This design comes from an exercise in tuning for small area, a short achievable clock period and few clock cycles per item on the open sky130 flow, not from production work.

==> trial 54: inputs <==
==> flow/design.v <==
`timescale 1ns / 1ps
`default_nettype none
package kft_pkg;
   localparam logic [1:0] MODE_SMOOTH = 2'd0;
   localparam logic [1:0] MODE_LINEAR = 2'd1;
   localparam logic [1:0] MODE_CONST  = 2'd2;
   localparam logic [31:0] TAN_INF = 32'h7FFF_FFFF;
endpackage
`default_nettype wire
`timescale 1ns / 1ps
`default_nettype none
module kft_absdiff
(
   input  wire logic [31:0] f,
   input  wire logic [31:0] s,
   output logic [31:0]      mag,
   output logic             neg,
   output logic             zero
);
   logic [32:0] x, y, p, g, gp, pp, c0, c1, sum0, sum1;
   always_comb begin
      x = {f[31], f};
      y = ~{s[31], s};
      p = x ^ y;
      g = x & y;
      gp = g;
      pp = p;
      for (int l = 0; l < 6; l++) begin
         for (int i = 0; i < 33; i++) begin
            if (((i >> l) & 1) == 1) begin
               gp[i] = gp[i] | (pp[i] & gp[((i >> l) << l) - 1]);
               pp[i] = pp[i] & pp[((i >> l) << l) - 1];
            end
         end
      end
      c0 = {gp[31:0], 1'b0};
      c1 = {gp[31:0] | pp[31:0], 1'b1};
      sum0 = p ^ c0;
      sum1 = p ^ c1;
      neg = sum1[32];
      mag = neg ? ~sum0[31:0] : sum1[31:0];
      zero = pp[32];
   end
endmodule
`default_nettype wire
`timescale 1ns / 1ps
`default_nettype none
module kft_divstep
(
   input  wire logic [31:0] rem,
   input  wire logic [31:0] quo,
   input  wire logic [31:0] den,
   output logic             can_skip,
   output logic             ge,
   output logic [31:0]      rem_step,
   output logic [31:0]      quo_step,
   output logic [31:0]      rem_skip,
   output logic [31:0]      quo_skip
);
   logic [31:0] lead;    
   logic [31:0] mask;
   logic [33:0] diff;
   always_comb begin
      lead[31] = den[31];
      for (int j = 30; j >= 0; j--) begin
         lead[j] = lead[j + 1] | den[j];
      end
      for (int i = 0; i < 32; i++) begin
         mask[i] = (i + 5 <= 31) ? ~lead[(i + 5 <= 31) ? i + 5 : 31] : 1'b1;
      end
      can_skip = lead[4] && ~|(rem & mask);
      diff = {1'b0, rem, quo[31]} - {2'b00, den};
      ge = ~diff[33];
      rem_step = ge ? diff[31:0] : {rem[30:0], quo[31]};
      quo_step = {quo[30:0], ge};
      rem_skip = {rem[27:0], quo[31:28]};
      quo_skip = {quo[27:0], 4'b0000};
   end
endmodule
`default_nettype wire
`timescale 1ns / 1ps
`default_nettype none
module keyframe_tangent_unit
#(
   parameter int FRAC_BITS = 16
)
(
   input  wire logic        clock,
   input  wire logic        reset,
   input  wire logic        csr_wen,
   input  wire logic [1:0]  csr_wdata,    
   input  wire logic        req_tvalid,
   output logic             req_tready,
   input  wire logic [63:0] req_tdata,    
   input  wire logic        req_tlast,
   output logic             rsp_tvalid,
   input  wire logic        rsp_tready,
   output logic [63:0]      rsp_tdata,    
   output logic [9:0]       rsp_tuser,    
   output logic             rsp_tlast
);
   typedef enum logic [2:0] {S_PLAN, S_TIN, S_M2, S_M3, S_M4, S_DIV, S_FIX} state_type;
   typedef enum logic [1:0] {K_TIN, K_LIN, K_SM, K_RAT} kind_type;
   localparam logic [1:0] SEL_NK = 2'd0, SEL_KP = 2'd1, SEL_NP = 2'd2;
   logic [1:0]  mode_ff;
   logic [31:0] pt_ff, pv_ff, kt_ff, kv_ff, nt_ff, nv_ff;
   logic        hasp_ff, hask_ff, hasn_ff;
   logic [1:0]  kmode_ff, nmode_ff;
   logic        klast_ff, nlast_ff;
   logic        sx1_ff, sy1_ff, zx1_ff, zy1_ff;    
   state_type   state_ff;
   kind_type    kind_ff;
   logic [31:0] rem_ff, den_ff;
   logic [5:0]  cnt_ff;
   logic        neg_ff, first_ff, ovf_ff, tin0_ff;
   logic        small_ff, c1_ff, c2_ff, sok_ff, dz_ff;
   logic        hiseg_ff;                          
   logic [31:0] odhi_ff, odlo_ff;
   logic        ov_ff, olast_ff;
   logic [1:0]  omode_ff;
   logic [1:0]  xsel, ysel;
   logic [31:0] xf, xs, yf, ys, xmag, ymag;
   logic        xneg, xzero, yneg, yzero;
   logic        can_skip, ge;
   logic [31:0] rem_step, quo_step, rem_skip, quo_skip;
   kft_absdiff u_x (.f(xf), .s(xs), .mag(xmag), .neg(xneg), .zero(xzero));
   kft_absdiff u_y (.f(yf), .s(ys), .mag(ymag), .neg(yneg), .zero(yzero));
   kft_divstep u_div (
      .rem(rem_ff), .quo(odlo_ff), .den(den_ff), .can_skip(can_skip), .ge(ge),
      .rem_step(rem_step), .quo_step(quo_step), .rem_skip(rem_skip), .quo_skip(quo_skip)
   );
   logic        hasn_eff, ready, wr_ok, is_lin, is_const, need_tin, smooth_ok;
   logic [1:0]  m;
   logic [31:0] tq, tin;
   always_comb begin
      hasn_eff = hasn_ff && !klast_ff;
      ready = hask_ff && (hasn_eff || klast_ff);
      wr_ok = !ov_ff;
      m = hasn_eff ? nmode_ff : kmode_ff;
      is_lin = (m == kft_pkg::MODE_LINEAR);
      is_const = (m == kft_pkg::MODE_CONST);
      need_tin = is_lin && hasp_ff && !hiseg_ff;
      xsel = SEL_NK;
      ysel = SEL_NK;
      unique case (state_ff)
         S_TIN: begin
            xsel = SEL_KP;
            ysel = SEL_KP;
         end
         S_M2: begin
            xsel = SEL_NP;
            ysel = SEL_NP;
         end
         S_M3: begin
            ysel = SEL_KP;
         end
         S_M4: begin
            xsel = SEL_NP;
            ysel = c1_ff ? (small_ff ? SEL_NP : SEL_NK) : (c2_ff ? SEL_KP : SEL_NP);
         end
         default: ;
      endcase
      xf = (xsel == SEL_KP) ? kt_ff : nt_ff;
      xs = (xsel == SEL_NK) ? kt_ff : pt_ff;
      yf = (ysel == SEL_KP) ? kv_ff : nv_ff;
      ys = (ysel == SEL_NK) ? kv_ff : pv_ff;
      smooth_ok = !zx1_ff && !zy1_ff && !xzero && !yzero && ((sx1_ff ^ sy1_ff) == (xneg ^ yneg));
      if (dz_ff) begin
         tq = 32'd0;
      end else if (ovf_ff) begin
         tq = neg_ff ? 32'h8000_0000 : kft_pkg::TAN_INF;
      end else begin
         tq = neg_ff ? (32'd0 - odlo_ff) : odlo_ff;
      end
      tin = tin0_ff ? 32'd0 : odhi_ff;
   end
   function automatic logic [63:0] align(input logic [31:0] mag, input logic x4);
      align = x4 ? {14'd0, mag, 18'd0} : {16'd0, mag, 16'd0};
   endfunction
   task automatic advance();
      if (klast_ff) begin
         hasp_ff <= 1'b0;
         if (hasn_ff) begin
            kt_ff <= nt_ff;  kv_ff <= nv_ff;
            kmode_ff <= nmode_ff;  klast_ff <= nlast_ff;
            hasn_ff <= 1'b0;
         end else begin
            hask_ff <= 1'b0;
         end
      end else begin
         pt_ff <= kt_ff;  pv_ff <= kv_ff;
         kt_ff <= nt_ff;  kv_ff <= nv_ff;
         kmode_ff <= nmode_ff;  klast_ff <= nlast_ff;
         hasp_ff <= 1'b1;  hasn_ff <= 1'b0;
      end
   endtask
   always_ff @(posedge clock) begin
      if (req_tvalid && !hasn_ff) begin
         nt_ff <= req_tdata[31:0];
         nv_ff <= req_tdata[63:32];
         nmode_ff <= mode_ff;
         nlast_ff <= req_tlast;
         hasn_ff <= 1'b1;
      end
      if (csr_wen) begin
         mode_ff <= csr_wdata;
      end
      if (ov_ff && rsp_tready) begin
         ov_ff <= 1'b0;
      end
      unique case (state_ff)
         S_PLAN: begin
            if (!hask_ff && hasn_ff) begin
               kt_ff <= nt_ff;  kv_ff <= nv_ff;
               kmode_ff <= nmode_ff;  klast_ff <= nlast_ff;
               hask_ff <= 1'b1;  hasp_ff <= 1'b0;  hasn_ff <= 1'b0;
            end else if (ready && wr_ok) begin
               if (hasn_eff && !need_tin) begin
                  sx1_ff <= xneg;  sy1_ff <= yneg;
                  zx1_ff <= xzero; zy1_ff <= yzero;
               end
               if (need_tin) begin
                  state_ff <= S_TIN;
               end else if (is_lin && hasn_eff) begin
                  {rem_ff, odlo_ff} <= align(ymag, 1'b0);
                  den_ff <= xmag;
                  dz_ff <= xzero;
                  neg_ff <= xneg ^ yneg;
                  cnt_ff <= 6'd32;
                  first_ff <= 1'b1;
                  ovf_ff <= 1'b0;
                  tin0_ff <= !hasp_ff;
                  kind_ff <= K_LIN;
                  state_ff <= S_DIV;
                  advance();
               end else if (!is_const && !is_lin && hasp_ff && hasn_eff) begin
                  sok_ff <= smooth_ok;
                  state_ff <= S_M2;
               end else begin
                  ov_ff <= 1'b1;
                  omode_ff <= is_const ? kft_pkg::MODE_CONST :
                              (is_lin ? kft_pkg::MODE_LINEAR : kft_pkg::MODE_SMOOTH);
                  olast_ff <= !hasn_eff;
                  if (is_const) begin
                     odhi_ff <= kft_pkg::TAN_INF;
                     odlo_ff <= kft_pkg::TAN_INF;
                  end else if (is_lin) begin
                     odhi_ff <= 32'd0;
                     odlo_ff <= hasp_ff ? odhi_ff : 32'd0;
                  end else begin
                     odhi_ff <= 32'd0;
                     odlo_ff <= 32'd0;
                  end
                  hiseg_ff <= 1'b0;
                  advance();
               end
            end
         end
         S_TIN: begin
            {rem_ff, odlo_ff} <= align(ymag, 1'b0);
            den_ff <= xmag;
            dz_ff <= xzero;
            neg_ff <= xneg ^ yneg;
            cnt_ff <= 6'd32;
            first_ff <= 1'b1;
            ovf_ff <= 1'b0;
            kind_ff <= K_TIN;
            state_ff <= S_DIV;
         end
         S_M2: begin
            if (!sok_ff) begin
               ov_ff <= 1'b1;
               omode_ff <= kft_pkg::MODE_SMOOTH;
               olast_ff <= 1'b0;
               odhi_ff <= 32'd0;
               odlo_ff <= 32'd0;
               hiseg_ff <= 1'b0;
               advance();
               state_ff <= S_PLAN;
            end else begin
               den_ff <= ymag;
               dz_ff <= xzero || yzero;
               small_ff <= (ymag[31:2] == 30'd0) && (ymag[1:0] != 2'b11);
               state_ff <= S_M3;
            end
         end
         S_M3: begin
            if (dz_ff) begin
               ov_ff <= 1'b1;
               omode_ff <= kft_pkg::MODE_SMOOTH;
               olast_ff <= 1'b0;
               odhi_ff <= 32'd0;
               odlo_ff <= 32'd0;
               hiseg_ff <= 1'b0;
               advance();
               state_ff <= S_PLAN;
            end else begin
               {rem_ff, odlo_ff} <= align(ymag, 1'b1);
               cnt_ff <= 6'd16;
               first_ff <= 1'b1;
               ovf_ff <= 1'b0;
               kind_ff <= K_RAT;
               state_ff <= S_DIV;
            end
         end
         S_M4: begin
            {rem_ff, odlo_ff} <= align(ymag, !(c1_ff && small_ff) && (c1_ff || c2_ff));
            den_ff <= xmag;
            dz_ff <= 1'b0;
            neg_ff <= xneg ^ yneg;
            cnt_ff <= 6'd32;
            first_ff <= 1'b1;
            ovf_ff <= 1'b0;
            kind_ff <= K_SM;
            state_ff <= S_DIV;
            advance();
         end
         S_DIV: begin
            first_ff <= 1'b0;
            if (can_skip && cnt_ff >= 6'd4) begin
               rem_ff <= rem_skip;
               odlo_ff <= quo_skip;
               cnt_ff <= cnt_ff - 6'd4;
               if (cnt_ff == 6'd4) begin
                  state_ff <= S_FIX;
               end
            end else begin
               rem_ff <= rem_step;
               odlo_ff <= quo_step;
               cnt_ff <= cnt_ff - 6'd1;
               if (first_ff && ge) begin
                  ovf_ff <= 1'b1;
                  state_ff <= S_FIX;
               end else if (cnt_ff == 6'd1) begin
                  state_ff <= S_FIX;
               end
            end
         end
         S_FIX: begin
            unique case (kind_ff)
               K_RAT: begin
                  c1_ff <= ovf_ff || (odlo_ff[15:2] != 14'd0) || (odlo_ff[1:0] == 2'b11);
                  c2_ff <= !ovf_ff && (odlo_ff[15:0] == 16'd0);
                  if (!ovf_ff && (odlo_ff[15:0] == 16'd0) && small_ff) begin
                     ov_ff <= 1'b1;
                     omode_ff <= kft_pkg::MODE_SMOOTH;
                     olast_ff <= 1'b0;
                     odhi_ff <= 32'd0;
                     odlo_ff <= 32'd0;
                     hiseg_ff <= 1'b0;
                     advance();
                     state_ff <= S_PLAN;
                  end else begin
                     state_ff <= S_M4;
                  end
               end
               K_TIN: begin
                  odhi_ff <= tq;
                  hiseg_ff <= 1'b1;
                  state_ff <= S_PLAN;
               end
               K_LIN: begin
                  ov_ff <= 1'b1;
                  omode_ff <= kft_pkg::MODE_LINEAR;
                  olast_ff <= 1'b0;
                  odhi_ff <= tq;
                  odlo_ff <= tin;
                  hiseg_ff <= 1'b1;
                  state_ff <= S_PLAN;
               end
               default: begin
                  ov_ff <= 1'b1;
                  omode_ff <= kft_pkg::MODE_SMOOTH;
                  olast_ff <= 1'b0;
                  odhi_ff <= tq;
                  odlo_ff <= tq;
                  hiseg_ff <= 1'b0;
                  state_ff <= S_PLAN;
               end
            endcase
         end
         default: state_ff <= S_PLAN;
      endcase
      if (reset) begin
         mode_ff <= kft_pkg::MODE_SMOOTH;
         hasp_ff <= 1'b0;
         hask_ff <= 1'b0;
         hasn_ff <= 1'b0;
         ov_ff <= 1'b0;
         hiseg_ff <= 1'b0;
         state_ff <= S_PLAN;
      end
   end
   always_comb begin
      req_tready = !hasn_ff;
      rsp_tvalid = ov_ff;
      rsp_tdata = {odhi_ff, odlo_ff};
      rsp_tlast = olast_ff;
      unique case (omode_ff)
         kft_pkg::MODE_LINEAR: rsp_tuser = {4'd2, 4'd2, 1'b1, 1'b0};
         kft_pkg::MODE_CONST:  rsp_tuser = {4'd3, 4'd3, 1'b1, 1'b1};
         default:              rsp_tuser = {4'd4, 4'd4, 1'b1, 1'b0};
      endcase
   end
endmodule
`default_nettype wire
==> flow/run.sh <==
#!/bin/bash
# synth_recipe.tcl (not shown) runs the flow's synth.tcl, then flattens the netlist and writes it again
# the make line also repeats each setting of config.mk as NAME=value (left out here)
make -C /OpenROAD-flow-scripts/flow DESIGN_CONFIG=/design/flow/config.mk WORK_HOME=/design/flow/orfs CLKGATE_MAP_FILE= SYNTH_SCRIPT=/design/flow/synth_recipe.tcl finish
==> flow/config.mk <==
export PLATFORM = sky130hd
export DESIGN_NAME = keyframe_tangent_unit
export DESIGN_NICKNAME = keyframe_tangent_unit
export VERILOG_FILES = /design/flow/design.v
export SDC_FILE = /design/flow/constraint.sdc
export NUM_CORES = 4
export LEC_CHECK = 0
export CAP_MARGIN = 20
export CORE_MARGIN = 2
export CORE_UTILIZATION = 40
export PLACE_DENSITY = 0.6
export SLEW_MARGIN = 20
==> flow/constraint.sdc <==
create_clock -name core_clock -period 11.0 [get_ports {clock}]
set_input_delay 2.2000 -clock core_clock [delete_from_list [all_inputs] [get_ports {clock}]]
set_output_delay 2.2000 -clock core_clock [all_outputs]
set_load 0.01 [all_outputs]
==> inputs of build 31, as changes to trial 54 <==
--- a/flow/design.v
+++ b/flow/design.v
@@ -115,3 +115,4 @@
    logic        neg_ff, first_ff, ovf_ff, tin0_ff;
-   logic        small_ff, c1_ff, c2_ff, sok_ff, dz_ff;
+   logic        al4_ff, sok_ff, dz_ff;
+   logic [1:0]  xsel_ff, ysel_ff;
    logic        hiseg_ff;                          
@@ -134,2 +135,3 @@
    logic [31:0] tq, tin;
+   logic        dysmall, rc1, rc2;
    always_comb begin
@@ -142,22 +144,4 @@
       need_tin = is_lin && hasp_ff && !hiseg_ff;
-      xsel = SEL_NK;
-      ysel = SEL_NK;
-      unique case (state_ff)
-         S_TIN: begin
-            xsel = SEL_KP;
-            ysel = SEL_KP;
-         end
-         S_M2: begin
-            xsel = SEL_NP;
-            ysel = SEL_NP;
-         end
-         S_M3: begin
-            ysel = SEL_KP;
-         end
-         S_M4: begin
-            xsel = SEL_NP;
-            ysel = c1_ff ? (small_ff ? SEL_NP : SEL_NK) : (c2_ff ? SEL_KP : SEL_NP);
-         end
-         default: ;
-      endcase
+      xsel = xsel_ff;
+      ysel = ysel_ff;
       xf = (xsel == SEL_KP) ? kt_ff : nt_ff;
@@ -175,5 +159,15 @@
       tin = tin0_ff ? 32'd0 : odhi_ff;
+      dysmall = (den_ff[31:2] == 30'd0) && (den_ff[1:0] != 2'b11);
+      rc1 = ovf_ff || (odlo_ff[1:0] == 2'b11);
+      rc2 = !ovf_ff && (odlo_ff[1:0] == 2'b00);
    end
-   function automatic logic [63:0] align(input logic [31:0] mag, input logic x4);
-      align = x4 ? {14'd0, mag, 18'd0} : {16'd0, mag, 16'd0};
+   function automatic logic [63:0] align(input logic [31:0] mag, input logic x4,
+                                         input logic ratio);
+      if (ratio) begin
+         align = {1'b0, mag, 31'd0};
+      end else if (x4) begin
+         align = {14'd0, mag, 18'd0};
+      end else begin
+         align = {16'd0, mag, 16'd0};
+      end
    endfunction
@@ -210,2 +204,4 @@
       end
+      xsel_ff <= SEL_NK;
+      ysel_ff <= SEL_NK;
       unique case (state_ff)
@@ -223,4 +219,6 @@
                   state_ff <= S_TIN;
+                  xsel_ff <= SEL_KP;
+                  ysel_ff <= SEL_KP;
                end else if (is_lin && hasn_eff) begin
-                  {rem_ff, odlo_ff} <= align(ymag, 1'b0);
+                  {rem_ff, odlo_ff} <= align(ymag, 1'b0, 1'b0);
                   den_ff <= xmag;
@@ -238,2 +236,4 @@
                   state_ff <= S_M2;
+                  xsel_ff <= SEL_NP;
+                  ysel_ff <= SEL_NP;
                end else begin
@@ -259,3 +259,3 @@
          S_TIN: begin
-            {rem_ff, odlo_ff} <= align(ymag, 1'b0);
+            {rem_ff, odlo_ff} <= align(ymag, 1'b0, 1'b0);
             den_ff <= xmag;
@@ -282,4 +282,4 @@
                dz_ff <= xzero || yzero;
-               small_ff <= (ymag[31:2] == 30'd0) && (ymag[1:0] != 2'b11);
                state_ff <= S_M3;
+               ysel_ff <= SEL_KP;
             end
@@ -297,4 +297,4 @@
             end else begin
-               {rem_ff, odlo_ff} <= align(ymag, 1'b1);
-               cnt_ff <= 6'd16;
+               {rem_ff, odlo_ff} <= align(ymag, 1'b0, 1'b1);
+               cnt_ff <= 6'd3;
                first_ff <= 1'b1;
@@ -306,3 +306,3 @@
          S_M4: begin
-            {rem_ff, odlo_ff} <= align(ymag, !(c1_ff && small_ff) && (c1_ff || c2_ff));
+            {rem_ff, odlo_ff} <= align(ymag, al4_ff, 1'b0);
             den_ff <= xmag;
@@ -341,5 +341,3 @@
                K_RAT: begin
-                  c1_ff <= ovf_ff || (odlo_ff[15:2] != 14'd0) || (odlo_ff[1:0] == 2'b11);
-                  c2_ff <= !ovf_ff && (odlo_ff[15:0] == 16'd0);
-                  if (!ovf_ff && (odlo_ff[15:0] == 16'd0) && small_ff) begin
+                  if (!ovf_ff && (odlo_ff[1:0] == 2'b00) && dysmall) begin
                      ov_ff <= 1'b1;
@@ -354,2 +352,5 @@
                      state_ff <= S_M4;
+                     xsel_ff <= SEL_NP;
+                     ysel_ff <= rc1 ? (dysmall ? SEL_NP : SEL_NK) : (rc2 ? SEL_KP : SEL_NP);
+                     al4_ff <= !(rc1 && dysmall) && (rc1 || rc2);
                   end
@@ -391,2 +392,4 @@
          state_ff <= S_PLAN;
+         xsel_ff <= SEL_NK;
+         ysel_ff <= SEL_NK;
       end
==> impl_metrics.py <==
metrics = {
    "outcome": {
        "status": "timing/DRC/antenna clean",
    },
    "die": {
        "die-area_mm2": 0.0638,
    },
    "grt": {
        "track_usage_pct": 22.8,
    },
    "route": {
        "drt_wl_total_mm": 73.3,
    },
    "worst_setup_path": {
        "rr_startpoint": "state_ff[1]$_SDFFE_PP0P_",
        "slowest_delay_ns": 0.85,
    },
    "yosys": {
        "synth-xor-area-share_pct": 3.26,
        "synthDistinctLibCells": 85,
    },
    "sta": {
        "timing.final.crit_period_ns": 6.71,
    },
}
-- figures above: trial 54

==> impl_metrics.py <==
metrics = {
    "yosys": {
        "post-synth-top-area-cell": "edfxtp_1",
        "synthDistinctLibCells": 109,
    },
    "worst_setup_path": {
        "slowest_delay_ns": 0.66,
        "required_ns": 11.31,
    },
    "outcome": {
        "status": "timing/DRC/antenna clean",
    },
    "route": {
        "drt_wl_total_mm": 80.1,
    },
    "grt": {
        "track_usage_pct": 23.7,
    },
}
-- figures above: build 31

Function was not checked in any run of this note: the RTL went through the layout flow alone.

-- port drivers added, routing unchanged --
How much do the figures lean on ideal ports? The routed layouts below were timed once more, with nothing changed but the port constraints. Step 1, drivers: a clkbuf_16 drives clock and a buf_2 each remaining input, both assumed. Step 2 moves the port delays by t, midway between the first and last clock arrival at a register: inputs arrive t later, outputs are due t later. That takes back most of the time a late clock gives input paths. Slacks: ideal / step 1 / step 2; pairs: ideal / step 1.
run	t, ns	setup WS [ns]	slew at the worst register clock pin (ns)
trial 54	0.633	4.294 / 4.294 / 4.294	0.07 / 0.07
build 31	0.634	5.416 / 5.416 / 5.416	0.07 / 0.07
After both steps every run listed still meets setup and hold.
